What follows belongs to an exercise in optimizing a design on an open flow for small area and a short achievable clock period; a production flow would make more cautious choices. Function was checked by simulation only, so behaviour that the tests miss may differ from the original.

Setup of run M:
// md_sched
module md_sched #(
  parameter int MUL_CYCLES = 5,
  parameter int DIV_CYCLES = 10
) (
  input  logic        clk,
  input  logic        reset,
  input  logic [3:0]  md_op,
  input  logic [31:0] md_a,
  input  logic [31:0] md_b,
  input  logic        d_md_use,
  output logic        busy,
  output logic        md_start,
  output logic        md_stall,
  output logic [31:0] md_rd,
  output logic [31:0] hi,
  output logic [31:0] lo
);
Size in the first run: about 2700 cells after synthesis, roughly 170 flip-flops.
clock: 80.0 ns
lec_check: 0
abc_area: 1
cap_margin: 20
core_margin: 2
core_utilization: 35
setup_slack_margin: 2
slew_margin: 20
run.sh (not shown) runs the stock make flow with config.mk's settings and CLKGATE_MAP_FILE= SYNTH_SCRIPT=/design/flow/synth_recipe.tcl, a recipe that flattens the netlist after the stock synthesis.
Relative to run M, the following input files were edited for run Y:
# run M
export LEC_CHECK = 0
export ABC_AREA = 1
export CAP_MARGIN = 20
export CORE_MARGIN = 2
export CORE_UTILIZATION = 35
export SETUP_SLACK_MARGIN = 2
export SLEW_MARGIN = 20
create_clock -name core_clock -period 80.0 [get_ports {clk}]
# run Y
export LEC_CHECK = 0
export ABC_AREA = 1
export CAP_MARGIN = 20
export CORE_MARGIN = 2
export CORE_UTILIZATION = 35
export CTS_BUF_LIST = sky130_fd_sc_hd__clkbuf_4 sky130_fd_sc_hd__clkbuf_8
export SETUP_SLACK_MARGIN = 2
export SLEW_MARGIN = 20
create_clock -name core_clock -period 80.0 [get_ports {clk}]
==> flow/flow/run.sh (new file) <==
#!/bin/bash
# The standard layout, except that the port buffers are the smallest buffer cell.
export BUFFER_PORTS_ARGS="-buffer_cell sky130_fd_sc_hd__buf_1"
bash standard.sh > standard.log 2>&1
==> flow/standard.sh (new file) <==
#!/bin/bash
# synth_recipe.tcl (not shown) runs the flow's synth.tcl, then flattens the netlist and writes it again
# the make line also repeats each setting of config.mk as NAME=value (left out here)
make -C /OpenROAD-flow-scripts/flow DESIGN_CONFIG=/design/flow/config.mk WORK_HOME=/design/flow/orfs CLKGATE_MAP_FILE= SYNTH_SCRIPT=/design/flow/synth_recipe.tcl "${@:-finish}"
removed: flow/run.sh
Findings:
Run Y ended with less longest individual stage delay on the worst path than run M. Of run M and run Y, the higher relative max-transition margin belongs to run M. Looking at critical path's slowest cell, the clkdlybuf4s50_1 result is from run M; the inv_1 one comes from run Y. Row via count of the first global-routing pass: run Y lower / run M higher. Lower synthesis-to-layout area growth goes to run Y over run M. Delta (run Y minus run M): final area -5.7%; met2 usage -0.94 points; wire length per cell -0.50 um; slack of the worst reg-to-reg path +820 ps.


Setup of juniper:
md_sched, a different RTL version from the one above (not shown whole).
For scale: about 2700 cells after synthesis, roughly 170 flip-flops, ~170 I/O pins.
Settings: LEC_CHECK=0, ABC_AREA=1, CAP_MARGIN=20, CORE_MARGIN=2, CORE_UTILIZATION=35, SLEW_MARGIN=20; clock period 80.0 ns.
standard.sh (not shown) runs the stock make flow with config.mk's settings and CLKGATE_MAP_FILE= SYNTH_SCRIPT=/design/flow/synth_recipe.tcl, a recipe that flattens the netlist after the stock synthesis.
==> flow/flow/run.sh <==
#!/bin/bash
# The standard layout, except that:
#  - the port buffers are the smallest buffer cell;
#  - timing repair aims at a 33 ns period (80 ns clock less a 47 ns margin), which only the
#    paths from inputs to outputs (fixed 16 ns + 16 ns I/O delays) come near.
export BUFFER_PORTS_ARGS="-buffer_cell sky130_fd_sc_hd__buf_1"
bash standard.sh SETUP_SLACK_MARGIN=47 finish > standard.log 2>&1
Modified inputs, ember compared to juniper
Settings: an added CTS_BUF_LIST of sky130_fd_sc_hd__clkbuf_8.
Findings:
Compared juniper against ember; peak clock frequency supported by timing within noise. There was hardly any difference in via count between ember and juniper.
Input changes introduced in pepper (baseline for comparison: ember):
Settings: changing CTS_BUF_LIST from sky130_fd_sc_hd__clkbuf_8 to sky130_fd_sc_hd__clkbuf_4 sky130_fd_sc_hd__clkbuf_8.
-- flow/flow/run.sh --
<<< ember, line 4
#  - timing repair aims at a 33 ns period (80 ns clock less a 47 ns margin), which only the
>>> pepper, line 4
#  - timing repair aims at a 33.4 ns period (80 ns clock less a 46.6 ns margin), which only the
<<< ember, line 7
bash standard.sh SETUP_SLACK_MARGIN=47 finish > standard.log 2>&1
>>> pepper, line 7
bash standard.sh SETUP_SLACK_MARGIN=46.6 finish > standard.log 2>&1
==> comparison <==
- Between pepper and ember, it is pepper whose fmax is lower, by 0.74%.
- Looking at non-clock buffer count, pepper sits 5.2% below ember.
- Count of multi-input combinational gates of pepper is on par with ember.
- Per the comparison of pepper with ember, final critical path time including I/O delays and setup +0.25 ns, multi-input logic area -0.46%, sum of routed wire length over all layers -1.4%.

## what the ideal ports hide
The results above use ideal ports. As a check the final layouts listed here were re-extracted and re-timed, cells and wires unchanged.
Step 1 sets driving cells, clkbuf_16 on the clock port and buf_2 on the other inputs (assumed; they add their load-dependent delay and slew).
Step 2 times the ports against the registers' clock, not the clock port: input delays grow and output delays shrink by t, the midpoint of the rising clock arrivals with the driver on.
Three values: no drivers, after step 1, after step 2; two values: the first two.
run	t, ns	slack for setup (ns)	slew at the worst register clock pin (ns)	worst data-port slew with drivers (ns)
run M	0.564	45.457 / 45.432 / 45.432	0.08 / 0.08	0.07
run Y	0.619	46.222 / 46.198 / 46.198	0.11 / 0.11	0.06
juniper	0.551	46.969 / 46.946 / 46.946	0.08 / 0.08	0.05
ember	0.621	46.965 / 46.943 / 46.943	0.12 / 0.12	0.05
pepper	0.625	46.720 / 46.683 / 46.683	0.12 / 0.12	0.05
After both steps every run listed still meets setup and hold. For pepper, which loses most, drivers alone change the setup slack by -0.037 ns; drivers and shift together by -0.037 ns.
